From an optimization exercise on the open Yosys and OpenROAD flow, aimed at small area, a short achievable clock period and few clock cycles; shortcuts taken in it are not production practice.
No functional check of the RTL was part of any run shown here.
Power and IR drop assume default switching activity.

==> flow/design.v (outline; a module is shown in full before it is edited, if it fits) <==
// module rtc_fields_to_epoch_seconds_unit: 1326 lines
module rtc_fields_to_epoch_seconds_unit (
  input  logic      clk,
  input  logic      rst,
  input  logic      start,
  output logic      busy,
  input  rfes_pkg::rfes_in_t  fields,
  output logic      done,
  output rfes_pkg::rfes_out_t result,
  input  logic      cfg_write,
  input  logic      cfg_index,
  input  logic      cfg_data
);
  // ...
==> flow/flow/run.sh <==
#!/bin/bash
# Standard layout, with the port buffers made of the smallest buffer cell and
# Yosys's generic fine-grained ABC pass skipped, so that the adders written as
# gates reach full-adder extraction as written.
set -euo pipefail
bash standard.sh SYNTH_ARGS=-noabc BUFFER_PORTS_ARGS="-buffer_cell sky130_fd_sc_hd__buf_1" finish > standard_flow.log 2>&1
==> flow/standard.sh <==
#!/bin/bash
# synth_recipe.tcl (not shown) runs the flow's synth.tcl, then flattens the netlist and writes it again
# the make line also repeats each setting of config.mk as NAME=value (left out here)
make -C /OpenROAD-flow-scripts/flow DESIGN_CONFIG=/design/flow/config.mk WORK_HOME=/design/flow/orfs CLKGATE_MAP_FILE= SYNTH_SCRIPT=/design/flow/synth_recipe.tcl "${@:-finish}"
==> flow/config.mk <==
export PLATFORM = sky130hd
export DESIGN_NAME = rtc_fields_to_epoch_seconds_unit
export DESIGN_NICKNAME = rtc_fields_to_epoch_seconds_unit
export VERILOG_FILES = /design/flow/design.v
export SDC_FILE = /design/flow/constraint.sdc
export NUM_CORES = 4
export LEC_CHECK = 0
export CAP_MARGIN = 20
export CORE_MARGIN = 2
export CORE_UTILIZATION = 40
export CTS_BUF_LIST = sky130_fd_sc_hd__clkbuf_8
export SETUP_SLACK_MARGIN = 4.2
export SLEW_MARGIN = 20
==> flow/constraint.sdc <==
create_clock -name core_clock -period 8.0 [get_ports {clk}]
set_input_delay 1.6000 -clock core_clock [delete_from_list [all_inputs] [get_ports {clk}]]
set_output_delay 1.6000 -clock core_clock [all_outputs]
set_load 0.01 [all_outputs]
==> results.json, run 1 <==
{
  "status": "timing/DRC/antenna clean",
  "maximum_resistive_drop_on_vdd_v": 0.000192,
  "largest_register_ffs": 12,
  "postSynthCellCount": 666,
  "placed_area_sq_um": 7060,
  "num_tap_cells": 220,
  "post-route-util": 0.457,
  "fp.dieH_um": 134,
  "final_net_count": 934,
  "global_route.usage.met3": 0.0348,
  "drtIter0Drc": 183,
  "most_common_cell_after_layout_fill_and_taps_aside": "dfxtp_1",
  "cp.buffers_inverters": 2,
  "p_int_uw": 1690,
  "die_area_sq_um": 18000,
  "route.antenna.remaining_nets": 0,
  "critical-path-max-stage-delay_ns": 0.33,
  "top_register": "mon_q",
  "reg_top3": "mon_q (12), min_q (6), sec_q (6)",
  "crit-reg2reg-capture": "lo_q_11",
  "leakage_power_uw": 0.00349,
  "setup_viol": 0,
  "timing.final.crit_period_ns": 4.17,
  "yosysSeqAreaShare": 0.293,
  "grt_util_all_layers": 0.168,
  "placed_cells_incl_taps": 928,
  "grt.met1_usage": 0.218,
  "synth_ff_type": "dfxtp_1",
  "cp_num_cells": 12,
  "synth_seq_cells": 99
}
==> inputs of run 2 (changes only) <==
--- a/flow/design.v
+++ b/flow/design.v
@@ -183,16 +183,37 @@
       5'h18: hour12 = 5'd20;
       5'h19: hour12 = 5'd21;
       5'h1a: hour12 = 5'd22;
       5'h1b: hour12 = 5'd23;
       5'h1c: hour12 = 5'd12;
       default: hour12 = 5'd0;
     endcase
   endfunction
+  function automatic logic [4:0] plus10(input logic [3:0] d);
+    case (d)
+      4'd0: plus10 = 5'd10;
+      4'd1: plus10 = 5'd11;
+      4'd2: plus10 = 5'd12;
+      4'd3: plus10 = 5'd13;
+      4'd4: plus10 = 5'd14;
+      4'd5: plus10 = 5'd15;
+      4'd6: plus10 = 5'd16;
+      4'd7: plus10 = 5'd17;
+      4'd8: plus10 = 5'd18;
+      4'd9: plus10 = 5'd19;
+      4'd10: plus10 = 5'd20;
+      4'd11: plus10 = 5'd21;
+      4'd12: plus10 = 5'd22;
+      4'd13: plus10 = 5'd23;
+      4'd14: plus10 = 5'd24;
+      4'd15: plus10 = 5'd25;
+      default: plus10 = 5'd0;
+    endcase
+  endfunction
 endpackage
 module rtc_fields_to_epoch_seconds_unit (
   input  logic      clk,
   input  logic      rst,
   input  logic      start,
   output logic      busy,
   input  rfes_pkg::rfes_in_t  fields,
   output logic      done,
@@ -359,41 +380,16 @@
   logic t128;
   logic t129;
   logic t130;
   logic t131;
   logic t132;
   logic t133;
   logic t134;
   logic t135;
-  logic t136;
-  logic t137;
-  logic t138;
-  logic t139;
-  logic t140;
-  logic t141;
-  logic t142;
-  logic t143;
-  logic t144;
-  logic t145;
-  logic t146;
-  logic t147;
-  logic t148;
-  logic t149;
-  logic t150;
-  logic t151;
-  logic t152;
-  logic t153;
-  logic t154;
-  logic t155;
-  logic t156;
-  logic t157;
-  logic t158;
-  logic t159;
-  logic t160;
   assign t0 = bcd_mode & fields.raw_seconds[4];
   assign t1 = bcd_mode & fields.raw_seconds[5];
   assign t2 = bcd_mode ? fields.raw_seconds[6] : fields.raw_seconds[4];
   assign t3 = ~bcd_mode & fields.raw_seconds[5];
   assign t4 = ~bcd_mode & fields.raw_seconds[6];
   assign t5 = fields.raw_seconds[3] ^ fields.raw_seconds[4];
   assign t6 = fields.raw_seconds[3] & fields.raw_seconds[4];
   assign t7 = fields.raw_seconds[5] ^ t3;
@@ -452,114 +448,99 @@
   assign t60 = t47 & t56;
   assign t61 = t57 | (t58 & t55);
   assign t62 = t58 & t56;
   assign t63 = t54 | (t49 & t61);
   assign t64 = t46 ^ t50;
   assign t65 = t47 ^ t55;
   assign t66 = t48 ^ t59;
   assign t67 = t49 ^ t61;
-  assign t68 = bcd_mode & fields.raw_hours[4];
-  assign t69 = bcd_mode & fields.raw_hours[5];
-  assign t70 = ~bcd_mode & fields.raw_hours[4];
-  assign t71 = ~bcd_mode & fields.raw_hours[5];
-  assign t72 = fields.raw_hours[3] ^ fields.raw_hours[4];
-  assign t73 = fields.raw_hours[3] & fields.raw_hours[4];
-  assign t74 = fields.raw_hours[5] ^ t71;
-  assign t75 = fields.raw_hours[5] & t71;
-  assign t76 = fields.raw_hours[1] ^ t68;
-  assign t77 = fields.raw_hours[2] ^ t69;
+  assign t68 = bcd_mode & fields.raw_monthday[4];
+  assign t69 = bcd_mode & fields.raw_monthday[5];
+  assign t70 = ~bcd_mode & fields.raw_monthday[4];
+  assign t71 = ~bcd_mode & fields.raw_monthday[5];
+  assign t72 = fields.raw_monthday[3] ^ fields.raw_monthday[4];
+  assign t73 = fields.raw_monthday[3] & fields.raw_monthday[4];
+  assign t74 = fields.raw_monthday[5] ^ t71;
+  assign t75 = fields.raw_monthday[5] & t71;
+  assign t76 = fields.raw_monthday[1] ^ t68;
+  assign t77 = fields.raw_monthday[2] ^ t69;
   assign t78 = t70 ^ t72;
   assign t79 = t74 ^ t73;
-  assign t80 = fields.raw_hours[1] & t68;
-  assign t81 = fields.raw_hours[2] & t69;
+  assign t80 = fields.raw_monthday[1] & t68;
+  assign t81 = fields.raw_monthday[2] & t69;
   assign t82 = t70 & t72;
   assign t83 = t74 & t73;
   assign t84 = t81 | (t77 & t80);
   assign t85 = t77 & t76;
   assign t86 = t83 | (t79 & t82);
   assign t87 = t82 | (t78 & t84);
   assign t88 = t78 & t85;
   assign t89 = t86 | (t79 & t84);
   assign t90 = t77 ^ t80;
   assign t91 = t78 ^ t84;
   assign t92 = t79 ^ t87;
-  assign t93 = bcd_mode & fields.raw_monthday[4];
-  assign t94 = bcd_mode & fields.raw_monthday[5];
-  assign t95 = ~bcd_mode & fields.raw_monthday[4];
-  assign t96 = ~bcd_mode & fields.raw_monthday[5];
-  assign t97 = fields.raw_monthday[3] ^ fields.raw_monthday[4];
-  assign t98 = fields.raw_monthday[3] & fields.raw_monthday[4];
-  assign t99 = fields.raw_monthday[5] ^ t96;
-  assign t100 = fields.raw_monthday[5] & t96;
-  assign t101 = fields.raw_monthday[1] ^ t93;
-  assign t102 = fields.raw_monthday[2] ^ t94;
-  assign t103 = t95 ^ t97;
-  assign t104 = t99 ^ t98;
-  assign t105 = fields.raw_monthday[1] & t93;
-  assign t106 = fields.raw_monthday[2] & t94;
-  assign t107 = t95 & t97;
-  assign t108 = t99 & t98;
-  assign t109 = t106 | (t102 & t105);
-  assign t110 = t102 & t101;
-  assign t111 = t108 | (t104 & t107);
-  assign t112 = t107 | (t103 & t109);
-  assign t113 = t103 & t110;
-  assign t114 = t111 | (t104 & t109);
-  assign t115 = t102 ^ t105;
-  assign t116 = t103 ^ t109;
-  assign t117 = t104 ^ t112;
-  assign t118 = bcd_mode & fields.raw_year[4];
-  assign t119 = bcd_mode & fields.raw_year[5];
-  assign t120 = bcd_mode ? fields.raw_year[6] : fields.raw_year[4];
-  assign t121 = bcd_mode ? fields.raw_year[7] : fields.raw_year[5];
-  assign t122 = ~bcd_mode & fields.raw_year[6];
-  assign t123 = ~bcd_mode & fields.raw_year[7];
-  assign t124 = fields.raw_year[3] ^ fields.raw_year[4];
-  assign t125 = fields.raw_year[3] & fields.raw_year[4];
-  assign t126 = fields.raw_year[5] ^ t121;
-  assign t127 = fields.raw_year[5] & t121;
-  assign t128 = fields.raw_year[6] ^ t122;
-  assign t129 = fields.raw_year[6] & t122;
-  assign t130 = fields.raw_year[7] ^ t123;
-  assign t131 = fields.raw_year[7] & t123;
-  assign t132 = fields.raw_year[1] ^ t118;
-  assign t133 = fields.raw_year[2] ^ t119;
-  assign t134 = t120 ^ t124;
-  assign t135 = t126 ^ t125;
-  assign t136 = t128 ^ t127;
-  assign t137 = t130 ^ t129;
-  assign t138 = fields.raw_year[1] & t118;
-  assign t139 = fields.raw_year[2] & t119;
-  assign t140 = t120 & t124;
-  assign t141 = t126 & t125;
-  assign t142 = t128 & t127;
-  assign t143 = t130 & t129;
-  assign t144 = t139 | (t133 & t138);
-  assign t145 = t133 & t132;
-  assign t146 = t141 | (t135 & t140);
-  assign t147 = t135 & t134;
-  assign t148 = t143 | (t137 & t142);
-  assign t149 = t140 | (t134 & t144);
-  assign t150 = t134 & t145;
-  assign t151 = t146 | (t147 & t144);
-  assign t152 = t147 & t145;
-  assign t153 = t142 | (t136 & t151);
-  assign t154 = t136 & t152;
-  assign t155 = t148 | (t137 & t151);
-  assign t156 = t133 ^ t138;
-  assign t157 = t134 ^ t144;
-  assign t158 = t135 ^ t149;
-  assign t159 = t136 ^ t151;
-  assign t160 = t137 ^ t153;
+  assign t93 = bcd_mode & fields.raw_year[4];
+  assign t94 = bcd_mode & fields.raw_year[5];
+  assign t95 = bcd_mode ? fields.raw_year[6] : fields.raw_year[4];
+  assign t96 = bcd_mode ? fields.raw_year[7] : fields.raw_year[5];
+  assign t97 = ~bcd_mode & fields.raw_year[6];
+  assign t98 = ~bcd_mode & fields.raw_year[7];
+  assign t99 = fields.raw_year[3] ^ fields.raw_year[4];
+  assign t100 = fields.raw_year[3] & fields.raw_year[4];
+  assign t101 = fields.raw_year[5] ^ t96;
+  assign t102 = fields.raw_year[5] & t96;
+  assign t103 = fields.raw_year[6] ^ t97;
+  assign t104 = fields.raw_year[6] & t97;
+  assign t105 = fields.raw_year[7] ^ t98;
+  assign t106 = fields.raw_year[7] & t98;
+  assign t107 = fields.raw_year[1] ^ t93;
+  assign t108 = fields.raw_year[2] ^ t94;
+  assign t109 = t95 ^ t99;
+  assign t110 = t101 ^ t100;
+  assign t111 = t103 ^ t102;
+  assign t112 = t105 ^ t104;
+  assign t113 = fields.raw_year[1] & t93;
+  assign t114 = fields.raw_year[2] & t94;
+  assign t115 = t95 & t99;
+  assign t116 = t101 & t100;
+  assign t117 = t103 & t102;
+  assign t118 = t105 & t104;
+  assign t119 = t114 | (t108 & t113);
+  assign t120 = t108 & t107;
+  assign t121 = t116 | (t110 & t115);
+  assign t122 = t110 & t109;
+  assign t123 = t118 | (t112 & t117);
+  assign t124 = t115 | (t109 & t119);
+  assign t125 = t109 & t120;
+  assign t126 = t121 | (t122 & t119);
+  assign t127 = t122 & t120;
+  assign t128 = t117 | (t111 & t126);
+  assign t129 = t111 & t127;
+  assign t130 = t123 | (t112 & t126);
+  assign t131 = t108 ^ t113;
+  assign t132 = t109 ^ t119;
+  assign t133 = t110 ^ t124;
+  assign t134 = t111 ^ t126;
+  assign t135 = t112 ^ t128;
   assign sec6 = {t33, t32, t31, t30, t11, fields.raw_seconds[0]};
   assign min6 = {t67, t66, t65, t64, t45, fields.raw_minutes[0]};
-  assign hv5 = {t92, t91, t90, t76, fields.raw_hours[0]};
-  assign day5 = {t117, t116, t115, t101, fields.raw_monthday[0]};
-  assign yr7 = {t160, t159, t158, t157, t156, t132, fields.raw_year[0]};
+  always_comb begin
+    if (!bcd_mode) begin
+      hv5 = fields.raw_hours[4:0];
+    end else if (fields.raw_hours[5]) begin
+      hv5 = {3'b101, fields.raw_hours[1:0]};
+    end else if (fields.raw_hours[4]) begin
+      hv5 = rfes_pkg::plus10(fields.raw_hours[3:0]);
+    end else begin
+      hv5 = {1'b0, fields.raw_hours[3:0]};
+    end
+  end
+  assign day5 = {t92, t91, t90, t76, fields.raw_monthday[0]};
+  assign yr7 = {t135, t134, t133, t132, t131, t107, fields.raw_year[0]};
   always_comb begin
     err_sec = bcd_mode ? rfes_pkg::bcd_gt59(fields.raw_seconds) : rfes_pkg::gt8(fields.raw_seconds, 8'd59);
     err_min = bcd_mode ? rfes_pkg::bcd_gt59(fields.raw_minutes) : rfes_pkg::gt8(fields.raw_minutes, 8'd59);
     if (twelve_hour_mode) begin
       err_hr = bcd_mode ? rfes_pkg::bcd_bad_1_12(fields.raw_hours[6:0]) :
                           ((fields.raw_hours[6:0] == 7'd0) ||
                            rfes_pkg::gt8({1'b0, fields.raw_hours[6:0]}, 8'd12));
     end else begin
@@ -668,16 +649,41 @@
   assign tab[24] = mon_q[6] | mon_q[7] | mon_q[8] | mon_q[9] | mon_q[10] | mon_q[11];
   assign tab[25] = mon_q[12];
   assign tab[26] = 1'b0;
   assign tab[27] = 1'b0;
   assign tab[28] = 1'b0;
   assign tab[29] = 1'b0;
   assign tab[30] = 1'b0;
   assign tab[31] = 1'b0;
+  logic t136;
+  logic t137;
+  logic t138;
+  logic t139;
+  logic t140;
+  logic t141;
+  logic t142;
+  logic t143;
+  logic t144;
+  logic t145;
+  logic t146;
+  logic t147;
+  logic t148;
+  logic t149;
+  logic t150;
+  logic t151;
+  logic t152;
+  logic t153;
+  logic t154;
+  logic t155;
+  logic t156;
+  logic t157;
+  logic t158;
+  logic t159;
+  logic t160;
   logic t161;
   logic t162;
   logic t163;
   logic t164;
   logic t165;
   logic t166;
   logic t167;
   logic t168;
@@ -928,299 +934,320 @@
   logic t413;
   logic t414;
   logic t415;
   logic t416;
   logic t417;
   logic t418;
   logic t419;
   logic t420;
-  assign t161 = ~q_q[0] ^ day_q[0];
-  assign t162 = ~q_q[0] & day_q[0];
-  assign t163 = ~q_q[1] ^ day_q[1] ^ day_q[0];
-  assign t164 = (~q_q[1] & day_q[1]) | (day_q[0] & (~q_q[1] ^ day_q[1]));
-  assign t165 = ~q_q[2] ^ day_q[2];
-  assign t166 = ~q_q[2] & day_q[2];
-  assign t167 = ~q_q[3] ^ day_q[3] ^ day_q[2];
-  assign t168 = (~q_q[3] & day_q[3]) | (day_q[2] & (~q_q[3] ^ day_q[3]));
-  assign t169 = ~q_q[4] ^ day_q[4] ^ day_q[3];
-  assign t170 = (~q_q[4] & day_q[4]) | (day_q[3] & (~q_q[4] ^ day_q[4]));
-  assign t171 = day_q[4] ^ day_q[0];
-  assign t172 = day_q[4] & day_q[0];
-  assign t173 = q_q[0] ^ day_q[1];
-  assign t174 = q_q[0] & day_q[1];
-  assign t175 = q_q[1] ^ day_q[2];
-  assign t176 = q_q[1] & day_q[2];
-  assign t177 = q_q[2] ^ day_q[3];
-  assign t178 = q_q[2] & day_q[3];
-  assign t179 = q_q[3] ^ day_q[4] ^ day_q[2];
-  assign t180 = (q_q[3] & day_q[4]) | (day_q[2] & (q_q[3] ^ day_q[4]));
-  assign t181 = q_q[4] ^ ~q_q[0];
-  assign t182 = q_q[4] & ~q_q[0];
-  assign t183 = hr_q[3] ^ ~min_q[5] ^ min_q[1];
-  assign t184 = (hr_q[3] & ~min_q[5]) | (min_q[1] & (hr_q[3] ^ ~min_q[5]));
-  assign t185 = hr_q[4] ^ min_q[2] ^ ~r_q[1];
-  assign t186 = (hr_q[4] & min_q[2]) | (~r_q[1] & (hr_q[4] ^ min_q[2]));
-  assign t187 = tab[8] ^ t162;
-  assign t188 = tab[8] & t162;
-  assign t189 = day_q[1] ^ ~hr_q[0] ^ min_q[3];
-  assign t190 = (day_q[1] & ~hr_q[0]) | (min_q[3] & (day_q[1] ^ ~hr_q[0]));
-  assign t191 = tab[9] ^ t165 ^ t164;
-  assign t192 = (tab[9] & t165) | (t164 & (tab[9] ^ t165));
-  assign t193 = ~hr_q[1] ^ min_q[4] ^ r_q[0];
-  assign t194 = (~hr_q[1] & min_q[4]) | (r_q[0] & (~hr_q[1] ^ min_q[4]));
-  assign t195 = tab[10] ^ t166 ^ t167;
-  assign t196 = (tab[10] & t166) | (t167 & (tab[10] ^ t166));
-  assign t197 = ~hr_q[2] ^ min_q[5] ^ r_q[1];
-  assign t198 = (~hr_q[2] & min_q[5]) | (r_q[1] & (~hr_q[2] ^ min_q[5]));
-  assign t199 = tab[11] ^ t169 ^ t168;
-  assign t200 = (tab[11] & t169) | (t168 & (tab[11] ^ t169));
-  assign t201 = ~hr_q[3] ^ hr_q[0] ^ ~r_q[0];
-  assign t202 = (~hr_q[3] & hr_q[0]) | (~r_q[0] & (~hr_q[3] ^ hr_q[0]));
-  assign t203 = tab[12] ^ t171 ^ t170;
-  assign t204 = (tab[12] & t171) | (t170 & (tab[12] ^ t171));
-  assign t205 = ~hr_q[4] ^ hr_q[1] ^ ~r_q[1];
-  assign t206 = (~hr_q[4] & hr_q[1]) | (~r_q[1] & (~hr_q[4] ^ hr_q[1]));
-  assign t207 = tab[13] ^ t173 ^ t172;
-  assign t208 = (tab[13] & t173) | (t172 & (tab[13] ^ t173));
-  assign t209 = day_q[0] ^ hr_q[2] ^ r_q[0];
-  assign t210 = (day_q[0] & hr_q[2]) | (r_q[0] & (day_q[0] ^ hr_q[2]));
-  assign t211 = tab[14] ^ t175 ^ t174;
-  assign t212 = (tab[14] & t175) | (t174 & (tab[14] ^ t175));
-  assign t213 = day_q[1] ^ hr_q[3] ^ r_q[1];
-  assign t214 = (day_q[1] & hr_q[3]) | (r_q[1] & (day_q[1] ^ hr_q[3]));
-  assign t215 = tab[15] ^ t177 ^ t176;
-  assign t216 = (tab[15] & t177) | (t176 & (tab[15] ^ t177));
-  assign t217 = day_q[0] ^ hr_q[4] ^ r_q[0];
-  assign t218 = (day_q[0] & hr_q[4]) | (r_q[0] & (day_q[0] ^ hr_q[4]));
-  assign t219 = tab[16] ^ t178 ^ t179;
-  assign t220 = (tab[16] & t178) | (t179 & (tab[16] ^ t178));
-  assign t221 = day_q[3] ^ day_q[1] ^ r_q[1];
-  assign t222 = (day_q[3] & day_q[1]) | (r_q[1] & (day_q[3] ^ day_q[1]));
-  assign t223 = tab[17] ^ t181 ^ t180;
-  assign t224 = (tab[17] & t181) | (t180 & (tab[17] ^ t181));
-  assign t225 = ~q_q[1] ^ day_q[4] ^ day_q[2];
-  assign t226 = (~q_q[1] & day_q[4]) | (day_q[2] & (~q_q[1] ^ day_q[4]));
-  assign t227 = 1'b1 ^ t182;
-  assign t228 = 1'b1 & t182;
-  assign t229 = ~q_q[2] ^ q_q[0] ^ day_q[3];
-  assign t230 = (~q_q[2] & q_q[0]) | (day_q[3] & (~q_q[2] ^ q_q[0]));
-  assign t231 = ~q_q[3] ^ q_q[1];
-  assign t232 = ~q_q[3] & q_q[1];
-  assign t233 = ~q_q[4] ^ q_q[2];
-  assign t234 = ~q_q[4] & q_q[2];
-  assign t235 = ~r_q[0] ^ tab[7];
-  assign t236 = ~r_q[0] & tab[7];
-  assign t237 = t163 ^ t185 ^ t184;
-  assign t238 = (t163 & t185) | (t184 & (t163 ^ t185));
-  assign t239 = t189 ^ t186 ^ t188;
-  assign t240 = (t189 & t186) | (t188 & (t189 ^ t186));
-  assign t241 = t193 ^ t190 ^ t195;
-  assign t242 = (t193 & t190) | (t195 & (t193 ^ t190));
-  assign t243 = t197 ^ t194 ^ t199;
-  assign t244 = (t197 & t194) | (t199 & (t197 ^ t194));
-  assign t245 = t201 ^ t198 ^ t203;
-  assign t246 = (t201 & t198) | (t203 & (t201 ^ t198));
-  assign t247 = t205 ^ t202 ^ t207;
-  assign t248 = (t205 & t202) | (t207 & (t205 ^ t202));
-  assign t249 = t209 ^ t206 ^ t211;
-  assign t250 = (t209 & t206) | (t211 & (t209 ^ t206));
-  assign t251 = t213 ^ t210 ^ t215;
-  assign t252 = (t213 & t210) | (t215 & (t213 ^ t210));
-  assign t253 = t217 ^ t214 ^ t216;
-  assign t254 = (t217 & t214) | (t216 & (t217 ^ t214));
-  assign t255 = t221 ^ t218 ^ t223;
-  assign t256 = (t221 & t218) | (t223 & (t221 ^ t218));
-  assign t257 = t225 ^ t222 ^ t227;
-  assign t258 = (t225 & t222) | (t227 & (t225 ^ t222));
-  assign t259 = tab[19] ^ t229 ^ t226;
-  assign t260 = (tab[19] & t229) | (t226 & (tab[19] ^ t229));
-  assign t261 = day_q[4] ^ tab[20] ^ t231;
-  assign t262 = (day_q[4] & tab[20]) | (t231 & (day_q[4] ^ tab[20]));
-  assign t263 = ~r_q[0] ^ tab[21] ^ t233;
-  assign t264 = (~r_q[0] & tab[21]) | (t233 & (~r_q[0] ^ tab[21]));
-  assign t265 = q_q[3] ^ ~r_q[1] ^ tab[22];
-  assign t266 = (q_q[3] & ~r_q[1]) | (tab[22] & (q_q[3] ^ ~r_q[1]));
-  assign t267 = q_q[4] ^ ~q_q[0];
-  assign t268 = q_q[4] & ~q_q[0];
-  assign t269 = ~min_q[0] ^ sec_q[2];
-  assign t270 = ~min_q[0] & sec_q[2];
-  assign t271 = ~min_q[1] ^ sec_q[3];
-  assign t272 = ~min_q[1] & sec_q[3];
-  assign t273 = hr_q[0] ^ ~min_q[2] ^ sec_q[4];
-  assign t274 = (hr_q[0] & ~min_q[2]) | (sec_q[4] & (hr_q[0] ^ ~min_q[2]));
-  assign t275 = hr_q[1] ^ ~min_q[3] ^ sec_q[5];
-  assign t276 = (hr_q[1] & ~min_q[3]) | (sec_q[5] & (hr_q[1] ^ ~min_q[3]));
-  assign t277 = hr_q[2] ^ ~min_q[4] ^ min_q[0];
-  assign t278 = (hr_q[2] & ~min_q[4]) | (min_q[0] & (hr_q[2] ^ ~min_q[4]));
-  assign t279 = t161 ^ t235 ^ t183;
-  assign t280 = (t161 & t235) | (t183 & (t161 ^ t235));
-  assign t281 = t236 ^ t187 ^ t237;
-  assign t282 = (t236 & t187) | (t237 & (t236 ^ t187));
-  assign t283 = t191 ^ t238 ^ t239;
-  assign t284 = (t191 & t238) | (t239 & (t191 ^ t238));
-  assign t285 = t192 ^ t240 ^ t241;
-  assign t286 = (t192 & t240) | (t241 & (t192 ^ t240));
-  assign t287 = t196 ^ t243 ^ t242;
-  assign t288 = (t196 & t243) | (t242 & (t196 ^ t243));
-  assign t289 = t200 ^ t245 ^ t244;
-  assign t290 = (t200 & t245) | (t244 & (t200 ^ t245));
-  assign t291 = t204 ^ t247 ^ t246;
-  assign t292 = (t204 & t247) | (t246 & (t204 ^ t247));
-  assign t293 = t208 ^ t249 ^ t248;
-  assign t294 = (t208 & t249) | (t248 & (t208 ^ t249));
-  assign t295 = t212 ^ t251 ^ t250;
-  assign t296 = (t212 & t251) | (t250 & (t212 ^ t251));
-  assign t297 = t219 ^ t253 ^ t252;
-  assign t298 = (t219 & t253) | (t252 & (t219 ^ t253));
-  assign t299 = t220 ^ t254 ^ t255;
-  assign t300 = (t220 & t254) | (t255 & (t220 ^ t254));
-  assign t301 = t224 ^ t257 ^ t256;
-  assign t302 = (t224 & t257) | (t256 & (t224 ^ t257));
-  assign t303 = t228 ^ t259 ^ t258;
-  assign t304 = (t228 & t259) | (t258 & (t228 ^ t259));
-  assign t305 = t230 ^ t261 ^ t260;
-  assign t306 = (t230 & t261) | (t260 & (t230 ^ t261));
-  assign t307 = t232 ^ t263 ^ t262;
-  assign t308 = (t232 & t263) | (t262 & (t232 ^ t263));
-  assign t309 = t234 ^ t265 ^ t264;
-  assign t310 = (t234 & t265) | (t264 & (t234 ^ t265));
-  assign t311 = tab[23] ^ t267 ^ t266;
-  assign t312 = (tab[23] & t267) | (t266 & (tab[23] ^ t267));
-  assign t313 = ~q_q[1] ^ tab[24] ^ t268;
-  assign t314 = (~q_q[1] & tab[24]) | (t268 & (~q_q[1] ^ tab[24]));
-  assign t315 = ~q_q[2] ^ r_q[0] ^ tab[25];
-  assign t316 = (~q_q[2] & r_q[0]) | (tab[25] & (~q_q[2] ^ r_q[0]));
-  assign t317 = ~q_q[3] ^ r_q[1];
-  assign t318 = ~q_q[3] & r_q[1];
-  assign t319 = ~q_q[4] ^ q_q[0] ^ 1'b1;
-  assign t320 = (~q_q[4] & q_q[0]) | (1'b1 & (~q_q[4] ^ q_q[0]));
-  assign t321 = 1'b1 ^ t269;
-  assign t322 = t271 ^ t270;
-  assign t323 = t273 ^ t272;
-  assign t324 = t275 ^ t274;
-  assign t325 = t277 ^ t276;
-  assign t326 = t279 ^ t278;
-  assign t327 = t281 ^ t280;
-  assign t328 = t283 ^ t282;
-  assign t329 = t285 ^ t284;
-  assign t330 = t287 ^ t286;
-  assign t331 = 1'b0 ^ 1'b0;
-  assign t332 = 1'b1 & t269;
-  assign t333 = t271 & t270;
-  assign t334 = t273 & t272;
-  assign t335 = t275 & t274;
-  assign t336 = t277 & t276;
-  assign t337 = t279 & t278;
-  assign t338 = t281 & t280;
-  assign t339 = t283 & t282;
-  assign t340 = t285 & t284;
-  assign t341 = t287 & t286;
-  assign t342 = 1'b0 & 1'b0;
-  assign t343 = t333 | (t322 & t332);
-  assign t344 = t322 & t321;
-  assign t345 = t335 | (t324 & t334);
-  assign t346 = t324 & t323;
-  assign t347 = t337 | (t326 & t336);
-  assign t348 = t326 & t325;
-  assign t349 = t339 | (t328 & t338);
-  assign t350 = t328 & t327;
-  assign t351 = t341 | (t330 & t340);
-  assign t352 = t330 & t329;
-  assign t353 = t334 | (t323 & t343);
-  assign t354 = t323 & t344;
-  assign t355 = t345 | (t346 & t343);
-  assign t356 = t346 & t344;
-  assign t357 = t338 | (t327 & t347);
-  assign t358 = t327 & t348;
-  assign t359 = t349 | (t350 & t347);
-  assign t360 = t350 & t348;
-  assign t361 = t342 | (t331 & t351);
-  assign t362 = t336 | (t325 & t355);
-  assign t363 = t325 & t356;
-  assign t364 = t347 | (t348 & t355);
-  assign t365 = t348 & t356;
-  assign t366 = t357 | (t358 & t355);
-  assign t367 = t358 & t356;
-  assign t368 = t359 | (t360 & t355);
-  assign t369 = t360 & t356;
-  assign t370 = t340 | (t329 & t368);
-  assign t371 = t329 & t369;
-  assign t372 = t351 | (t352 & t368);
-  assign t373 = t352 & t369;
-  assign t374 = t361 | (t331 & t368);
-  assign t375 = t322 ^ t332;
-  assign t376 = t323 ^ t343;
-  assign t377 = t324 ^ t353;
-  assign t378 = t325 ^ t355;
-  assign t379 = t326 ^ t362;
-  assign t380 = t327 ^ t364;
-  assign t381 = t328 ^ t366;
-  assign t382 = t329 ^ t368;
-  assign t383 = t330 ^ t370;
-  assign t384 = t331 ^ t372;
-  assign t385 = t289 ^ t288;
-  assign t386 = t289 & t288;
-  assign t387 = t291 ^ t290;
-  assign t388 = t291 & t290;
-  assign t389 = t293 ^ t292;
-  assign t390 = t293 & t292;
-  assign t391 = t295 ^ t294;
-  assign t392 = t295 & t294;
-  assign t393 = t297 ^ t296;
-  assign t394 = t297 & t296;
-  assign t395 = t299 ^ t298;
-  assign t396 = t299 & t298;
-  assign t397 = t301 ^ t300;
-  assign t398 = t301 & t300;
-  assign t399 = t303 ^ t302;
-  assign t400 = t303 & t302;
-  assign t401 = t305 ^ t304;
-  assign t402 = t305 & t304;
-  assign t403 = t307 ^ t306;
-  assign t404 = t307 & t306;
-  assign t405 = t309 ^ t308;
-  assign t406 = t309 & t308;
-  assign t407 = t311 ^ t310;
-  assign t408 = t311 & t310;
-  assign t409 = t313 ^ t312;
-  assign t410 = t313 & t312;
-  assign t411 = t315 ^ t314;
-  assign t412 = t315 & t314;
-  assign t413 = t317 ^ t316;
-  assign t414 = t317 & t316;
-  assign t415 = t319 ^ t318;
-  assign t416 = t319 & t318;
-  assign t417 = q_q[1] ^ t320;
-  assign t418 = q_q[1] & t320;
+  assign t136 = ~q_q[0] ^ day_q[0];
+  assign t137 = ~q_q[0] & day_q[0];
+  assign t138 = ~q_q[1] ^ day_q[1] ^ day_q[0];
+  assign t139 = (~q_q[1] & day_q[1]) | (day_q[0] & (~q_q[1] ^ day_q[1]));
+  assign t140 = ~q_q[2] ^ day_q[2];
+  assign t141 = ~q_q[2] & day_q[2];
+  assign t142 = ~q_q[3] ^ day_q[3] ^ day_q[2];
+  assign t143 = (~q_q[3] & day_q[3]) | (day_q[2] & (~q_q[3] ^ day_q[3]));
+  assign t144 = ~q_q[4] ^ day_q[4] ^ day_q[3];
+  assign t145 = (~q_q[4] & day_q[4]) | (day_q[3] & (~q_q[4] ^ day_q[4]));
+  assign t146 = day_q[4] ^ day_q[0];
+  assign t147 = day_q[4] & day_q[0];
+  assign t148 = q_q[0] ^ day_q[1];
+  assign t149 = q_q[0] & day_q[1];
+  assign t150 = q_q[1] ^ day_q[2];
+  assign t151 = q_q[1] & day_q[2];
+  assign t152 = q_q[2] ^ day_q[3];
+  assign t153 = q_q[2] & day_q[3];
+  assign t154 = q_q[3] ^ day_q[4] ^ day_q[2];
+  assign t155 = (q_q[3] & day_q[4]) | (day_q[2] & (q_q[3] ^ day_q[4]));
+  assign t156 = q_q[4] ^ ~q_q[0];
+  assign t157 = q_q[4] & ~q_q[0];
+  assign t158 = hr_q[3] ^ ~min_q[5] ^ min_q[1];
+  assign t159 = (hr_q[3] & ~min_q[5]) | (min_q[1] & (hr_q[3] ^ ~min_q[5]));
+  assign t160 = hr_q[4] ^ min_q[2] ^ ~r_q[1];
+  assign t161 = (hr_q[4] & min_q[2]) | (~r_q[1] & (hr_q[4] ^ min_q[2]));
+  assign t162 = tab[8] ^ t137;
+  assign t163 = tab[8] & t137;
+  assign t164 = day_q[1] ^ ~hr_q[0] ^ min_q[3];
+  assign t165 = (day_q[1] & ~hr_q[0]) | (min_q[3] & (day_q[1] ^ ~hr_q[0]));
+  assign t166 = tab[9] ^ t140 ^ t139;
+  assign t167 = (tab[9] & t140) | (t139 & (tab[9] ^ t140));
+  assign t168 = ~hr_q[1] ^ min_q[4] ^ r_q[0];
+  assign t169 = (~hr_q[1] & min_q[4]) | (r_q[0] & (~hr_q[1] ^ min_q[4]));
+  assign t170 = tab[10] ^ t141 ^ t142;
+  assign t171 = (tab[10] & t141) | (t142 & (tab[10] ^ t141));
+  assign t172 = ~hr_q[2] ^ min_q[5] ^ r_q[1];
+  assign t173 = (~hr_q[2] & min_q[5]) | (r_q[1] & (~hr_q[2] ^ min_q[5]));
+  assign t174 = tab[11] ^ t144 ^ t143;
+  assign t175 = (tab[11] & t144) | (t143 & (tab[11] ^ t144));
+  assign t176 = ~hr_q[3] ^ hr_q[0] ^ ~r_q[0];
+  assign t177 = (~hr_q[3] & hr_q[0]) | (~r_q[0] & (~hr_q[3] ^ hr_q[0]));
+  assign t178 = tab[12] ^ t146 ^ t145;
+  assign t179 = (tab[12] & t146) | (t145 & (tab[12] ^ t146));
+  assign t180 = ~hr_q[4] ^ hr_q[1] ^ ~r_q[1];
+  assign t181 = (~hr_q[4] & hr_q[1]) | (~r_q[1] & (~hr_q[4] ^ hr_q[1]));
+  assign t182 = tab[13] ^ t148 ^ t147;
+  assign t183 = (tab[13] & t148) | (t147 & (tab[13] ^ t148));
+  assign t184 = day_q[0] ^ hr_q[2] ^ r_q[0];
+  assign t185 = (day_q[0] & hr_q[2]) | (r_q[0] & (day_q[0] ^ hr_q[2]));
+  assign t186 = tab[14] ^ t150 ^ t149;
+  assign t187 = (tab[14] & t150) | (t149 & (tab[14] ^ t150));
+  assign t188 = day_q[1] ^ hr_q[3] ^ r_q[1];
+  assign t189 = (day_q[1] & hr_q[3]) | (r_q[1] & (day_q[1] ^ hr_q[3]));
+  assign t190 = tab[15] ^ t152 ^ t151;
+  assign t191 = (tab[15] & t152) | (t151 & (tab[15] ^ t152));
+  assign t192 = day_q[0] ^ hr_q[4] ^ r_q[0];
+  assign t193 = (day_q[0] & hr_q[4]) | (r_q[0] & (day_q[0] ^ hr_q[4]));
+  assign t194 = tab[16] ^ t153 ^ t154;
+  assign t195 = (tab[16] & t153) | (t154 & (tab[16] ^ t153));
+  assign t196 = day_q[3] ^ day_q[1] ^ r_q[1];
+  assign t197 = (day_q[3] & day_q[1]) | (r_q[1] & (day_q[3] ^ day_q[1]));
+  assign t198 = tab[17] ^ t156 ^ t155;
+  assign t199 = (tab[17] & t156) | (t155 & (tab[17] ^ t156));
+  assign t200 = ~q_q[1] ^ day_q[4] ^ day_q[2];
+  assign t201 = (~q_q[1] & day_q[4]) | (day_q[2] & (~q_q[1] ^ day_q[4]));
+  assign t202 = 1'b1 ^ t157;
+  assign t203 = 1'b1 & t157;
+  assign t204 = ~q_q[2] ^ q_q[0] ^ day_q[3];
+  assign t205 = (~q_q[2] & q_q[0]) | (day_q[3] & (~q_q[2] ^ q_q[0]));
+  assign t206 = ~q_q[3] ^ q_q[1];
+  assign t207 = ~q_q[3] & q_q[1];
+  assign t208 = ~q_q[4] ^ q_q[2];
+  assign t209 = ~q_q[4] & q_q[2];
+  assign t210 = ~r_q[0] ^ tab[7];
+  assign t211 = ~r_q[0] & tab[7];
+  assign t212 = t138 ^ t160 ^ t159;
+  assign t213 = (t138 & t160) | (t159 & (t138 ^ t160));
+  assign t214 = t164 ^ t161 ^ t163;
+  assign t215 = (t164 & t161) | (t163 & (t164 ^ t161));
+  assign t216 = t168 ^ t165 ^ t170;
+  assign t217 = (t168 & t165) | (t170 & (t168 ^ t165));
+  assign t218 = t172 ^ t169 ^ t174;
+  assign t219 = (t172 & t169) | (t174 & (t172 ^ t169));
+  assign t220 = t176 ^ t173 ^ t178;
+  assign t221 = (t176 & t173) | (t178 & (t176 ^ t173));
+  assign t222 = t180 ^ t177 ^ t182;
+  assign t223 = (t180 & t177) | (t182 & (t180 ^ t177));
+  assign t224 = t184 ^ t181 ^ t186;
+  assign t225 = (t184 & t181) | (t186 & (t184 ^ t181));
+  assign t226 = t188 ^ t185 ^ t190;
+  assign t227 = (t188 & t185) | (t190 & (t188 ^ t185));
+  assign t228 = t192 ^ t189 ^ t191;
+  assign t229 = (t192 & t189) | (t191 & (t192 ^ t189));
+  assign t230 = t196 ^ t193 ^ t198;
+  assign t231 = (t196 & t193) | (t198 & (t196 ^ t193));
+  assign t232 = t200 ^ t197 ^ t202;
+  assign t233 = (t200 & t197) | (t202 & (t200 ^ t197));
+  assign t234 = tab[19] ^ t204 ^ t201;
+  assign t235 = (tab[19] & t204) | (t201 & (tab[19] ^ t204));
+  assign t236 = day_q[4] ^ tab[20] ^ t206;
+  assign t237 = (day_q[4] & tab[20]) | (t206 & (day_q[4] ^ tab[20]));
+  assign t238 = ~r_q[0] ^ tab[21] ^ t208;
+  assign t239 = (~r_q[0] & tab[21]) | (t208 & (~r_q[0] ^ tab[21]));
+  assign t240 = q_q[3] ^ ~r_q[1] ^ tab[22];
+  assign t241 = (q_q[3] & ~r_q[1]) | (tab[22] & (q_q[3] ^ ~r_q[1]));
+  assign t242 = q_q[4] ^ ~q_q[0];
+  assign t243 = q_q[4] & ~q_q[0];
+  assign t244 = ~min_q[0] ^ sec_q[2];
+  assign t245 = ~min_q[0] & sec_q[2];
+  assign t246 = ~min_q[1] ^ sec_q[3];
+  assign t247 = ~min_q[1] & sec_q[3];
+  assign t248 = hr_q[0] ^ ~min_q[2] ^ sec_q[4];
+  assign t249 = (hr_q[0] & ~min_q[2]) | (sec_q[4] & (hr_q[0] ^ ~min_q[2]));
+  assign t250 = hr_q[1] ^ ~min_q[3] ^ sec_q[5];
+  assign t251 = (hr_q[1] & ~min_q[3]) | (sec_q[5] & (hr_q[1] ^ ~min_q[3]));
+  assign t252 = hr_q[2] ^ ~min_q[4] ^ min_q[0];
+  assign t253 = (hr_q[2] & ~min_q[4]) | (min_q[0] & (hr_q[2] ^ ~min_q[4]));
+  assign t254 = t136 ^ t210 ^ t158;
+  assign t255 = (t136 & t210) | (t158 & (t136 ^ t210));
+  assign t256 = t211 ^ t162 ^ t212;
+  assign t257 = (t211 & t162) | (t212 & (t211 ^ t162));
+  assign t258 = t166 ^ t213 ^ t214;
+  assign t259 = (t166 & t213) | (t214 & (t166 ^ t213));
+  assign t260 = t167 ^ t215 ^ t216;
+  assign t261 = (t167 & t215) | (t216 & (t167 ^ t215));
+  assign t262 = t171 ^ t218 ^ t217;
+  assign t263 = (t171 & t218) | (t217 & (t171 ^ t218));
+  assign t264 = t175 ^ t220 ^ t219;
+  assign t265 = (t175 & t220) | (t219 & (t175 ^ t220));
+  assign t266 = t179 ^ t222 ^ t221;
+  assign t267 = (t179 & t222) | (t221 & (t179 ^ t222));
+  assign t268 = t183 ^ t224 ^ t223;
+  assign t269 = (t183 & t224) | (t223 & (t183 ^ t224));
+  assign t270 = t187 ^ t226 ^ t225;
+  assign t271 = (t187 & t226) | (t225 & (t187 ^ t226));
+  assign t272 = t194 ^ t228 ^ t227;
+  assign t273 = (t194 & t228) | (t227 & (t194 ^ t228));
+  assign t274 = t195 ^ t229 ^ t230;
+  assign t275 = (t195 & t229) | (t230 & (t195 ^ t229));
+  assign t276 = t199 ^ t232 ^ t231;
+  assign t277 = (t199 & t232) | (t231 & (t199 ^ t232));
+  assign t278 = t203 ^ t234 ^ t233;
+  assign t279 = (t203 & t234) | (t233 & (t203 ^ t234));
+  assign t280 = t205 ^ t236 ^ t235;
+  assign t281 = (t205 & t236) | (t235 & (t205 ^ t236));
+  assign t282 = t207 ^ t238 ^ t237;
+  assign t283 = (t207 & t238) | (t237 & (t207 ^ t238));
+  assign t284 = t209 ^ t240 ^ t239;
+  assign t285 = (t209 & t240) | (t239 & (t209 ^ t240));
+  assign t286 = tab[23] ^ t242 ^ t241;
+  assign t287 = (tab[23] & t242) | (t241 & (tab[23] ^ t242));
+  assign t288 = ~q_q[1] ^ tab[24] ^ t243;
+  assign t289 = (~q_q[1] & tab[24]) | (t243 & (~q_q[1] ^ tab[24]));
+  assign t290 = ~q_q[2] ^ r_q[0] ^ tab[25];
+  assign t291 = (~q_q[2] & r_q[0]) | (tab[25] & (~q_q[2] ^ r_q[0]));
+  assign t292 = ~q_q[3] ^ r_q[1];
+  assign t293 = ~q_q[3] & r_q[1];
+  assign t294 = ~q_q[4] ^ q_q[0] ^ 1'b1;
+  assign t295 = (~q_q[4] & q_q[0]) | (1'b1 & (~q_q[4] ^ q_q[0]));
+  assign t296 = 1'b1 ^ t244;
+  assign t297 = t246 ^ t245;
+  assign t298 = t248 ^ t247;
+  assign t299 = t250 ^ t249;
+  assign t300 = t252 ^ t251;
+  assign t301 = t254 ^ t253;
+  assign t302 = t256 ^ t255;
+  assign t303 = t258 ^ t257;
+  assign t304 = t260 ^ t259;
+  assign t305 = t262 ^ t261;
+  assign t306 = t264 ^ t263;
+  assign t307 = t266 ^ t265;
+  assign t308 = t268 ^ t267;
+  assign t309 = t270 ^ t269;
+  assign t310 = 1'b0 ^ 1'b0;
+  assign t311 = 1'b1 & t244;
+  assign t312 = t246 & t245;
+  assign t313 = t248 & t247;
+  assign t314 = t250 & t249;
+  assign t315 = t252 & t251;
+  assign t316 = t254 & t253;
+  assign t317 = t256 & t255;
+  assign t318 = t258 & t257;
+  assign t319 = t260 & t259;
+  assign t320 = t262 & t261;
+  assign t321 = t264 & t263;
+  assign t322 = t266 & t265;
+  assign t323 = t268 & t267;
+  assign t324 = t270 & t269;
+  assign t325 = 1'b0 & 1'b0;
+  assign t326 = t312 | (t297 & t311);
+  assign t327 = t297 & t296;
+  assign t328 = t314 | (t299 & t313);
+  assign t329 = t299 & t298;
+  assign t330 = t316 | (t301 & t315);
+  assign t331 = t301 & t300;
+  assign t332 = t318 | (t303 & t317);
+  assign t333 = t303 & t302;
+  assign t334 = t320 | (t305 & t319);
+  assign t335 = t305 & t304;
+  assign t336 = t322 | (t307 & t321);
+  assign t337 = t307 & t306;
+  assign t338 = t324 | (t309 & t323);
+  assign t339 = t309 & t308;
+  assign t340 = t313 | (t298 & t326);
+  assign t341 = t298 & t327;
+  assign t342 = t328 | (t329 & t326);
+  assign t343 = t329 & t327;
+  assign t344 = t317 | (t302 & t330);
+  assign t345 = t302 & t331;
+  assign t346 = t332 | (t333 & t330);
+  assign t347 = t333 & t331;
+  assign t348 = t321 | (t306 & t334);
+  assign t349 = t306 & t335;
+  assign t350 = t336 | (t337 & t334);
+  assign t351 = t337 & t335;
+  assign t352 = t325 | (t310 & t338);
+  assign t353 = t315 | (t300 & t342);
+  assign t354 = t300 & t343;
+  assign t355 = t330 | (t331 & t342);
+  assign t356 = t331 & t343;
+  assign t357 = t344 | (t345 & t342);
+  assign t358 = t345 & t343;
+  assign t359 = t346 | (t347 & t342);
+  assign t360 = t347 & t343;
+  assign t361 = t323 | (t308 & t350);
+  assign t362 = t308 & t351;
+  assign t363 = t338 | (t339 & t350);
+  assign t364 = t339 & t351;
+  assign t365 = t352 | (t310 & t350);
+  assign t366 = t319 | (t304 & t359);
+  assign t367 = t304 & t360;
+  assign t368 = t334 | (t335 & t359);
+  assign t369 = t335 & t360;
+  assign t370 = t348 | (t349 & t359);
+  assign t371 = t349 & t360;
+  assign t372 = t350 | (t351 & t359);
+  assign t373 = t351 & t360;
+  assign t374 = t361 | (t362 & t359);
+  assign t375 = t362 & t360;
+  assign t376 = t363 | (t364 & t359);
+  assign t377 = t364 & t360;
+  assign t378 = t365 | (t310 & t359);
+  assign t379 = t297 ^ t311;
+  assign t380 = t298 ^ t326;
+  assign t381 = t299 ^ t340;
+  assign t382 = t300 ^ t342;
+  assign t383 = t301 ^ t353;
+  assign t384 = t302 ^ t355;
+  assign t385 = t303 ^ t357;
+  assign t386 = t304 ^ t359;
+  assign t387 = t305 ^ t366;
+  assign t388 = t306 ^ t368;
+  assign t389 = t307 ^ t370;
+  assign t390 = t308 ^ t372;
+  assign t391 = t309 ^ t374;
+  assign t392 = t310 ^ t376;
+  assign t393 = t272 ^ t271;
+  assign t394 = t272 & t271;
+  assign t395 = t274 ^ t273;
+  assign t396 = t274 & t273;
+  assign t397 = t276 ^ t275;
+  assign t398 = t276 & t275;
+  assign t399 = t278 ^ t277;
+  assign t400 = t278 & t277;
+  assign t401 = t280 ^ t279;
+  assign t402 = t280 & t279;
+  assign t403 = t282 ^ t281;
+  assign t404 = t282 & t281;
+  assign t405 = t284 ^ t283;
+  assign t406 = t284 & t283;
+  assign t407 = t286 ^ t285;
+  assign t408 = t286 & t285;
+  assign t409 = t288 ^ t287;
+  assign t410 = t288 & t287;
+  assign t411 = t290 ^ t289;
+  assign t412 = t290 & t289;
+  assign t413 = t292 ^ t291;
+  assign t414 = t292 & t291;
+  assign t415 = t294 ^ t293;
+  assign t416 = t294 & t293;
+  assign t417 = q_q[1] ^ t295;
+  assign t418 = q_q[1] & t295;
   assign t419 = q_q[2] ^ 1'b1;
   assign t420 = q_q[2] & 1'b1;
   logic        v2_q;
   logic        err2_q;
   logic        lo_q_0;
   logic        lo_q_1;
   logic        lo_q_2;
   logic        lo_q_3;
   logic        lo_q_4;
   logic        lo_q_5;
   logic        lo_q_6;
   logic        lo_q_7;
   logic        lo_q_8;
   logic        lo_q_9;
   logic        lo_q_10;
   logic        lo_q_11;
+  logic        lo_q_12;
+  logic        lo_q_13;
+  logic        lo_q_14;
+  logic        lo_q_15;
   logic        cy_q;
-  logic        p_q_12;
-  logic        g_q_12;
-  logic        p_q_13;
-  logic        g_q_13;
-  logic        p_q_14;
-  logic        g_q_14;
-  logic        p_q_15;
-  logic        g_q_15;
   logic        p_q_16;
   logic        g_q_16;
   logic        p_q_17;
   logic        g_q_17;
   logic        p_q_18;
   logic        g_q_18;
   logic        p_q_19;
   logic        g_q_19;
@@ -1252,35 +1279,31 @@
     end else begin
       v2_q <= v_q;
     end
   end
   always_ff @(posedge clk) begin
     err2_q <= err_q;
     lo_q_0 <= sec_q[0];
     lo_q_1 <= sec_q[1];
-    lo_q_2 <= t321;
-    lo_q_3 <= t375;
-    lo_q_4 <= t376;
-    lo_q_5 <= t377;
-    lo_q_6 <= t378;
-    lo_q_7 <= t379;
-    lo_q_8 <= t380;
-    lo_q_9 <= t381;
-    lo_q_10 <= t382;
-    lo_q_11 <= t383;
-    cy_q <= t384;
-    p_q_12 <= t385;
-    g_q_12 <= t386;
-    p_q_13 <= t387;
-    g_q_13 <= t388;
-    p_q_14 <= t389;
-    g_q_14 <= t390;
-    p_q_15 <= t391;
-    g_q_15 <= t392;
+    lo_q_2 <= t296;
+    lo_q_3 <= t379;
+    lo_q_4 <= t380;
+    lo_q_5 <= t381;
+    lo_q_6 <= t382;
+    lo_q_7 <= t383;
+    lo_q_8 <= t384;
+    lo_q_9 <= t385;
+    lo_q_10 <= t386;
+    lo_q_11 <= t387;
+    lo_q_12 <= t388;
+    lo_q_13 <= t389;
+    lo_q_14 <= t390;
+    lo_q_15 <= t391;
+    cy_q <= t392;
     p_q_16 <= t393;
     g_q_16 <= t394;
     p_q_17 <= t395;
     g_q_17 <= t396;
     p_q_18 <= t397;
     g_q_18 <= t398;
     p_q_19 <= t399;
     g_q_19 <= t400;
@@ -1383,135 +1406,93 @@
   logic t494;
   logic t495;
   logic t496;
   logic t497;
   logic t498;
   logic t499;
   logic t500;
   logic t501;
-  logic t502;
-  logic t503;
-  logic t504;
-  logic t505;
-  logic t506;
-  logic t507;
-  logic t508;
-  logic t509;
-  logic t510;
-  logic t511;
-  logic t512;
-  logic t513;
-  logic t514;
-  logic t515;
-  logic t516;
-  logic t517;
-  logic t518;
-  logic t519;
-  logic t520;
-  logic t521;
-  logic t522;
-  assign t421 = g_q_12 | (p_q_12 & cy_q);
-  assign t422 = p_q_12 & 1'b0;
-  assign t423 = g_q_14 | (p_q_14 & g_q_13);
-  assign t424 = p_q_14 & p_q_13;
-  assign t425 = g_q_16 | (p_q_16 & g_q_15);
-  assign t426 = p_q_16 & p_q_15;
-  assign t427 = g_q_18 | (p_q_18 & g_q_17);
-  assign t428 = p_q_18 & p_q_17;
-  assign t429 = g_q_20 | (p_q_20 & g_q_19);
-  assign t430 = p_q_20 & p_q_19;
-  assign t431 = g_q_22 | (p_q_22 & g_q_21);
-  assign t432 = p_q_22 & p_q_21;
-  assign t433 = g_q_24 | (p_q_24 & g_q_23);
-  assign t434 = p_q_24 & p_q_23;
-  assign t435 = g_q_26 | (p_q_26 & g_q_25);
-  assign t436 = p_q_26 & p_q_25;
-  assign t437 = g_q_28 | (p_q_28 & g_q_27);
-  assign t438 = p_q_28 & p_q_27;
-  assign t439 = 1'b0 | (p_q_30 & g_q_29);
-  assign t440 = p_q_30 & p_q_29;
-  assign t441 = g_q_13 | (p_q_13 & t421);
-  assign t442 = p_q_13 & t422;
-  assign t443 = t423 | (t424 & t421);
-  assign t444 = t424 & t422;
-  assign t445 = g_q_17 | (p_q_17 & t425);
-  assign t446 = p_q_17 & t426;
-  assign t447 = t427 | (t428 & t425);
-  assign t448 = t428 & t426;
-  assign t449 = g_q_21 | (p_q_21 & t429);
-  assign t450 = p_q_21 & t430;
-  assign t451 = t431 | (t432 & t429);
-  assign t452 = t432 & t430;
-  assign t453 = g_q_25 | (p_q_25 & t433);
-  assign t454 = p_q_25 & t434;
-  assign t455 = t435 | (t436 & t433);
-  assign t456 = t436 & t434;
-  assign t457 = g_q_29 | (p_q_29 & t437);
-  assign t458 = p_q_29 & t438;
-  assign t459 = t439 | (t440 & t437);
-  assign t460 = t440 & t438;
-  assign t461 = g_q_15 | (p_q_15 & t443);
-  assign t462 = p_q_15 & t444;
-  assign t463 = t425 | (t426 & t443);
-  assign t464 = t426 & t444;
-  assign t465 = t445 | (t446 & t443);
-  assign t466 = t446 & t444;
-  assign t467 = t447 | (t448 & t443);
-  assign t468 = t448 & t444;
-  assign t469 = g_q_23 | (p_q_23 & t451);
-  assign t470 = p_q_23 & t452;
-  assign t471 = t433 | (t434 & t451);
-  assign t472 = t434 & t452;
-  assign t473 = t453 | (t454 & t451);
-  assign t474 = t454 & t452;
-  assign t475 = t455 | (t456 & t451);
-  assign t476 = t456 & t452;
-  assign t477 = 1'b0 | (p_q_31 & t459);
-  assign t478 = g_q_19 | (p_q_19 & t467);
-  assign t479 = p_q_19 & t468;
-  assign t480 = t429 | (t430 & t467);
-  assign t481 = t430 & t468;
-  assign t482 = t449 | (t450 & t467);
-  assign t483 = t450 & t468;
-  assign t484 = t451 | (t452 & t467);
-  assign t485 = t452 & t468;
-  assign t486 = t469 | (t470 & t467);
-  assign t487 = t470 & t468;
-  assign t488 = t471 | (t472 & t467);
-  assign t489 = t472 & t468;
-  assign t490 = t473 | (t474 & t467);
-  assign t491 = t474 & t468;
-  assign t492 = t475 | (t476 & t467);
-  assign t493 = t476 & t468;
-  assign t494 = g_q_27 | (p_q_27 & t492);
-  assign t495 = p_q_27 & t493;
-  assign t496 = t437 | (t438 & t492);
-  assign t497 = t438 & t493;
-  assign t498 = t457 | (t458 & t492);
-  assign t499 = t458 & t493;
-  assign t500 = t459 | (t460 & t492);
-  assign t501 = t460 & t493;
-  assign t502 = t477 | (p_q_31 & t492);
-  assign t503 = p_q_12 ^ cy_q;
-  assign t504 = p_q_13 ^ t421;
-  assign t505 = p_q_14 ^ t441;
-  assign t506 = p_q_15 ^ t443;
-  assign t507 = p_q_16 ^ t461;
-  assign t508 = p_q_17 ^ t463;
-  assign t509 = p_q_18 ^ t465;
-  assign t510 = p_q_19 ^ t467;
-  assign t511 = p_q_20 ^ t478;
-  assign t512 = p_q_21 ^ t480;
-  assign t513 = p_q_22 ^ t482;
-  assign t514 = p_q_23 ^ t484;
-  assign t515 = p_q_24 ^ t486;
-  assign t516 = p_q_25 ^ t488;
-  assign t517 = p_q_26 ^ t490;
-  assign t518 = p_q_27 ^ t492;
-  assign t519 = p_q_28 ^ t494;
-  assign t520 = p_q_29 ^ t496;
-  assign t521 = p_q_30 ^ t498;
-  assign t522 = p_q_31 ^ t500;
-  assign epoch = {t522, t521, t520, t519, t518, t517, t516, t515, t514, t513, t512, t511, t510, t509, t508, t507, t506, t505, t504, t503, lo_q_11, lo_q_10, lo_q_9, lo_q_8, lo_q_7, lo_q_6, lo_q_5, lo_q_4, lo_q_3, lo_q_2, lo_q_1, lo_q_0};
+  assign t421 = g_q_16 | (p_q_16 & cy_q);
+  assign t422 = p_q_16 & 1'b0;
+  assign t423 = g_q_18 | (p_q_18 & g_q_17);
+  assign t424 = p_q_18 & p_q_17;
+  assign t425 = g_q_20 | (p_q_20 & g_q_19);
+  assign t426 = p_q_20 & p_q_19;
+  assign t427 = g_q_22 | (p_q_22 & g_q_21);
+  assign t428 = p_q_22 & p_q_21;
+  assign t429 = g_q_24 | (p_q_24 & g_q_23);
+  assign t430 = p_q_24 & p_q_23;
+  assign t431 = g_q_26 | (p_q_26 & g_q_25);
+  assign t432 = p_q_26 & p_q_25;
+  assign t433 = g_q_28 | (p_q_28 & g_q_27);
+  assign t434 = p_q_28 & p_q_27;
+  assign t435 = 1'b0 | (p_q_30 & g_q_29);
+  assign t436 = p_q_30 & p_q_29;
+  assign t437 = g_q_17 | (p_q_17 & t421);
+  assign t438 = p_q_17 & t422;
+  assign t439 = t423 | (t424 & t421);
+  assign t440 = t424 & t422;
+  assign t441 = g_q_21 | (p_q_21 & t425);
+  assign t442 = p_q_21 & t426;
+  assign t443 = t427 | (t428 & t425);
+  assign t444 = t428 & t426;
+  assign t445 = g_q_25 | (p_q_25 & t429);
+  assign t446 = p_q_25 & t430;
+  assign t447 = t431 | (t432 & t429);
+  assign t448 = t432 & t430;
+  assign t449 = g_q_29 | (p_q_29 & t433);
+  assign t450 = p_q_29 & t434;
+  assign t451 = t435 | (t436 & t433);
+  assign t452 = t436 & t434;
+  assign t453 = g_q_19 | (p_q_19 & t439);
+  assign t454 = p_q_19 & t440;
+  assign t455 = t425 | (t426 & t439);
+  assign t456 = t426 & t440;
+  assign t457 = t441 | (t442 & t439);
+  assign t458 = t442 & t440;
+  assign t459 = t443 | (t444 & t439);
+  assign t460 = t444 & t440;
+  assign t461 = g_q_27 | (p_q_27 & t447);
+  assign t462 = p_q_27 & t448;
+  assign t463 = t433 | (t434 & t447);
+  assign t464 = t434 & t448;
+  assign t465 = t449 | (t450 & t447);
+  assign t466 = t450 & t448;
+  assign t467 = t451 | (t452 & t447);
+  assign t468 = t452 & t448;
+  assign t469 = g_q_23 | (p_q_23 & t459);
+  assign t470 = p_q_23 & t460;
+  assign t471 = t429 | (t430 & t459);
+  assign t472 = t430 & t460;
+  assign t473 = t445 | (t446 & t459);
+  assign t474 = t446 & t460;
+  assign t475 = t447 | (t448 & t459);
+  assign t476 = t448 & t460;
+  assign t477 = t461 | (t462 & t459);
+  assign t478 = t462 & t460;
+  assign t479 = t463 | (t464 & t459);
+  assign t480 = t464 & t460;
+  assign t481 = t465 | (t466 & t459);
+  assign t482 = t466 & t460;
+  assign t483 = t467 | (t468 & t459);
+  assign t484 = t468 & t460;
+  assign t485 = 1'b0 | (p_q_31 & t483);
+  assign t486 = p_q_16 ^ cy_q;
+  assign t487 = p_q_17 ^ t421;
+  assign t488 = p_q_18 ^ t437;
+  assign t489 = p_q_19 ^ t439;
+  assign t490 = p_q_20 ^ t453;
+  assign t491 = p_q_21 ^ t455;
+  assign t492 = p_q_22 ^ t457;
+  assign t493 = p_q_23 ^ t459;
+  assign t494 = p_q_24 ^ t469;
+  assign t495 = p_q_25 ^ t471;
+  assign t496 = p_q_26 ^ t473;
+  assign t497 = p_q_27 ^ t475;
+  assign t498 = p_q_28 ^ t477;
+  assign t499 = p_q_29 ^ t479;
+  assign t500 = p_q_30 ^ t481;
+  assign t501 = p_q_31 ^ t483;
+  assign epoch = {t501, t500, t499, t498, t497, t496, t495, t494, t493, t492, t491, t490, t489, t488, t487, t486, lo_q_15, lo_q_14, lo_q_13, lo_q_12, lo_q_11, lo_q_10, lo_q_9, lo_q_8, lo_q_7, lo_q_6, lo_q_5, lo_q_4, lo_q_3, lo_q_2, lo_q_1, lo_q_0};
   assign done   = v2_q;
   assign result = {epoch, err2_q};
 endmodule
==> run 2 against run 1 <==
  * Largest cell class unchanged
  * Design area is 3.6% lower
  * Still clean
  * Register-to-register slack got worse by 0.19 ns
  * Non-clock buffer count fell by 16
  * Highest routed layer unchanged
  * Largest power group unchanged
  * Synthesized cell count fell by 2.1%
  * Core utilization shrank 1.3 points
  * Cell count down 3.5%
  * Clock power grew 1%
==> results.json, run 2 <==
{
  "busiest_layer": "met2",
  "std_cell_rows": 47,
  "synth_compound_gate_area_share": 0.116,
  "core_sq_um": 16400,
  "reg2reg_depth": 12,
  "netlist_area_sq_um": 6670,
  "critPathTopFamily": "compound AO/OA/AOI/OAI gates",
  "cp_num_cells": 9,
  "synth_seq_cells": 95,
  "most_common_cell_after_layout_fill_and_taps_aside": "dfxtp_1",
  "setup_viol": 0,
  "cts_inserted_buffers": 9,
  "insertion_delay_ns": 0.38,
  "grt.met2_usage": 0.259,
  "largest_family_of_logic_cells_by_synthesized_area": "adder cells",
  "cp.buffers_inverters": 2,
  "synth-edff-count": 0,
  "syn_area_per_cell_sq_um": 10.2,
  "drv_cap": 0,
  "holdCritPathClass": "flip-flop to flip-flop",
  "initial_cell_density_of_the_core": 0.406,
  "root_buffer": "clkbuf_8",
  "top_register": "mon_q",
  "timing.reg2reg.setup_slack_ns": 4.31,
  "drtIter0Drc": 259,
  "worst_hold_startpoint": "sec_q[0]",
  "max_slew_margin": 0.608,
  "drt_pre_antenna_iters": 6,
  "die_width_um": 133,
  "port_buffers": 87,
  "die_area_sq_um": 17700,
  "setup.worst_path.start_class": "flip-flop",
  "postSynthCellCount": 652,
  "post-synth-top-area-cell": "dfxtp_1",
  "muxShareOfSynthArea": 0.00713,
  "cts.clk_slew.worst_paths_ns": 0.09,
  "grt_util_all_layers": 0.166,
  "parity_gate_share_of_the_synthesized_area_counting_xor_and_xnor_cells": 0.0368,
  "synth_most_common_cell": "dfxtp_1",
  "synth-warning-count": 1,
  "h_tree_depth": 3,
  "synth_fp_nets": 843,
  "area_growth_pct": 9.12,
  "netlist_top_cells_area": "dfxtp_1, fa_1, ha_1",
  "ys_top_cells_by_count": "dfxtp_1, inv_1, fa_1, ha_1, buf_4",
  "synth_largest_type_area_fraction": 0.285,
  "cts_tree": "built",
  "leakage_power_uw": 0.00326,
  "fp.dieH_um": 133,
  "largest_register_ffs": 12,
  "post-route-util": 0.443,
  "final_max_slew_viol_count": 0,
  "worst_hold_path.num_cells": 0,
  "hold_viol": 0,
  "crit-reg2reg-capture": "cy_q",
  "power.total_uw": 3230,
  "mostFrequentLayoutCells": "dfxtp_1, buf_1, inv_1, fa_1, ha_1",
  "finClkSkew_ns": 0.0142,
  "grt.met1_usage": 0.223,
  "path_cells": "ha_2 > o211ai_1 > nand2_2 > a311oi_4 > buf_6 > nor3_2 > or2_1 > a22o_1 > buf_2",
  "cp.required_ns": 6.40,
  "status": "timing/DRC/antenna clean",
  "cts.sink_count": 95,
  "routed_wire_length_per_instance_um": 14.9,
  "power_density_relative_to_cell_area_nw_per_um2": 445,
  "layout-drive-gt1-share": 0.102,
  "unrepaired_setup_endpoints_after_global_routing": "true",
  "grt_start_max_net_pins": 36,
  "synth-async-reset-ratio": 0,
  "via_count_of_the_routed_design": 4651,
  "final_net_count": 895,
  "hpwlAfterDp_um": 11400,
  "clockBufferDepth": 2,
  "clock.fmax_mhz": 263,
  "synth_ff_type": "dfxtp_1",
  "timing.final.crit_period_ns": 3.80,
  "cp_data_arrival_time_ns": 2.20,
  "ports": 89,
  "drt-vias-per-instance": 5.01,
  "final_clock_period_utilization_by_the_worst_path": 0.475,
  "hold_end": "lo_q_0",
  "gp_routability_congestion": 0.902,
  "crit-reg2reg-launch": "mon_q[11]",
  "route.antenna.remaining_nets": 0,
  "worstSetupEndpointType": "output pin",
  "yosysUniqueCellTypes": 74,
  "drc": 0,
  "global_route.usage.met3": 0.0289,
  "gr-total-overflow": 0,
  "maximum_resistive_drop_on_vdd_v": 0.000289,
  "grt_pass1_vias": 4810,
  "setup-tns-final_ns": 0,
  "slew_of_the_pin_with_the_lowest_slew_margin_ns": 0.589,
  "synth_simple_gate_area_frac": 0.117,
  "critPathSlowestCell": "dfxtp_2",
  "yosysSeqAreaShare": 0.285,
  "critical-path-max-stage-delay_ns": 0.32,
  "grt_first_pass_wirelength_um": 23100,
  "reg_top3": "mon_q (12), min_q (6), sec_q (6)",
  "hold_buffers": 0,
  "antenna_violations_before_repair": 0,
  "worstSetupPathType": "flip-flop to output pin",
  "post_synth_fa_ha_maj_area_fraction": 0.343,
  "insertedDiodeCount": 0,
  "wl_um": 13800,
  "worst_path_fanout_max": 5
}
[run 2: cell count changes after synthesis, sizes merged, moves of 4 or more]
cell,before,now
and2,6,11
and3,6,2
dfxtp,99,95
nand3b,7,2
nor2,48,27
o21ai,16,23
or2,4,9
[run 2: cell families (layout without fill, tap and decap cells)]
logic type / count (synthesis) / in the layout
adder cells (fa/ha/maj): 137 / 137
flip-flops: 95 / 95
AND/OR/NAND/NOR: 149 / 149
buffers and inverters: 128 / 184
other: 1 / 1
multiplexers: 4 / 4
AO/OA/AOI/OAI: 110 / 110
XOR/XNOR: 28 / 28
[run 2: routing by layer]
layer / wire, um / vias up
met5: 0 / -
met4: 443 / 0
li1: - / 2248
met3: 698 / 23
met1: 6470 / 2224
met2: 6220 / 156
[run 2: worst register-to-register path, stage by stage (launching register included)]
cell and delay, ns:
dfxtp_2 0.36, or2_2 0.31, a21o_1 0.20, nand2b_1 0.20, ha_1 0.25, fa_1 0.52
fa_1 0.42, ha_1 0.20, or3_4 0.35, o2111ai_4 0.26, a21boi_4 0.10, o221a_1 0.22
or2_1 0.20
[run 2: stage by stage]
step	area, sq um	hold WS, ns	setup WS, ns	std cells
floorplan	6670	0.310	4.39	652
global placement	6940	0.316	4.24	910
detailed placement	6940	0.316	4.15	910
CTS	7180	0.342	4.12	926
global route	7270	0.344	4.07	928
finish	7270	0.337	4.20	928
[run 2: worst max-delay path by stage]
| stage | startpoint | end | slack (ns) |
|---|---|---|---|
| floorplan | mon_q[12] | cy_q | 4.39 |
| global placement | mon_q[12] | cy_q | 4.24 |
| detailed placement | mon_q[4] | cy_q | 4.15 |
| CTS | p_q_16 | result[32] | 4.12 |
| global route | p_q_16 | result[29] | 4.07 |
| finish | p_q_16 | result[32] | 4.20 |
[run 2: layout make-up]
cell class	instances	area, sq um
Sequential cell	95	1920
Clock inverter	5	33.8
Multi-Input combinational cell	429	4250
Tap cell	220	275
Timing Repair Buffer	90	362
Fill cell	1557	9130
Clock buffer	10	138
Inverter	79	299
[run 2: where the power goes]
part | switching (uW) | total (uW) | internal, uW
Sequential | 109 | 768 | 658
Combinational | 1140 | 2180 | 1030
Clock | 170 | 290 | 120
[run 2: timing repair]
item / in CTS / in global routing
gates cloned: 0 / 0
setup buffers: 1 / 2
setup endpoints to repair: 11 / 14
resized for setup: 20 / 29
pin swaps: 11 / 14

## what the ideal ports hide
The results above use ideal ports. As a check the final layouts listed here were re-extracted and re-timed, cells and wires unchanged. Step 1: set_driving_cell puts a clkbuf_16 on clk and a buf_2 on each other input, an assumption about the parent block. Step 2 times the ports against the registers' clock, not the clock port: input delays grow and output delays shrink by t, the midpoint of the rising clock arrivals with the driver on. a / b / c = ideal ports / drivers / drivers and shift; a / b = the first two.
| run | shift t [ns] | setup slack, ns | hold slack, ns | worst setup path after step 2 | cell pins on the clock port's net |
|---|---|---|---|---|---|
| run 1 | 0.412 | 3.827 / 3.789 / 4.201 | 0.332 / 0.332 / 0.332 | register to output | 1 |
| run 2 | 0.411 | 4.200 / 4.164 / 4.312 | 0.337 / 0.337 / 0.337 | register to register | 1 |
After both steps setup and hold are still met in every run listed.
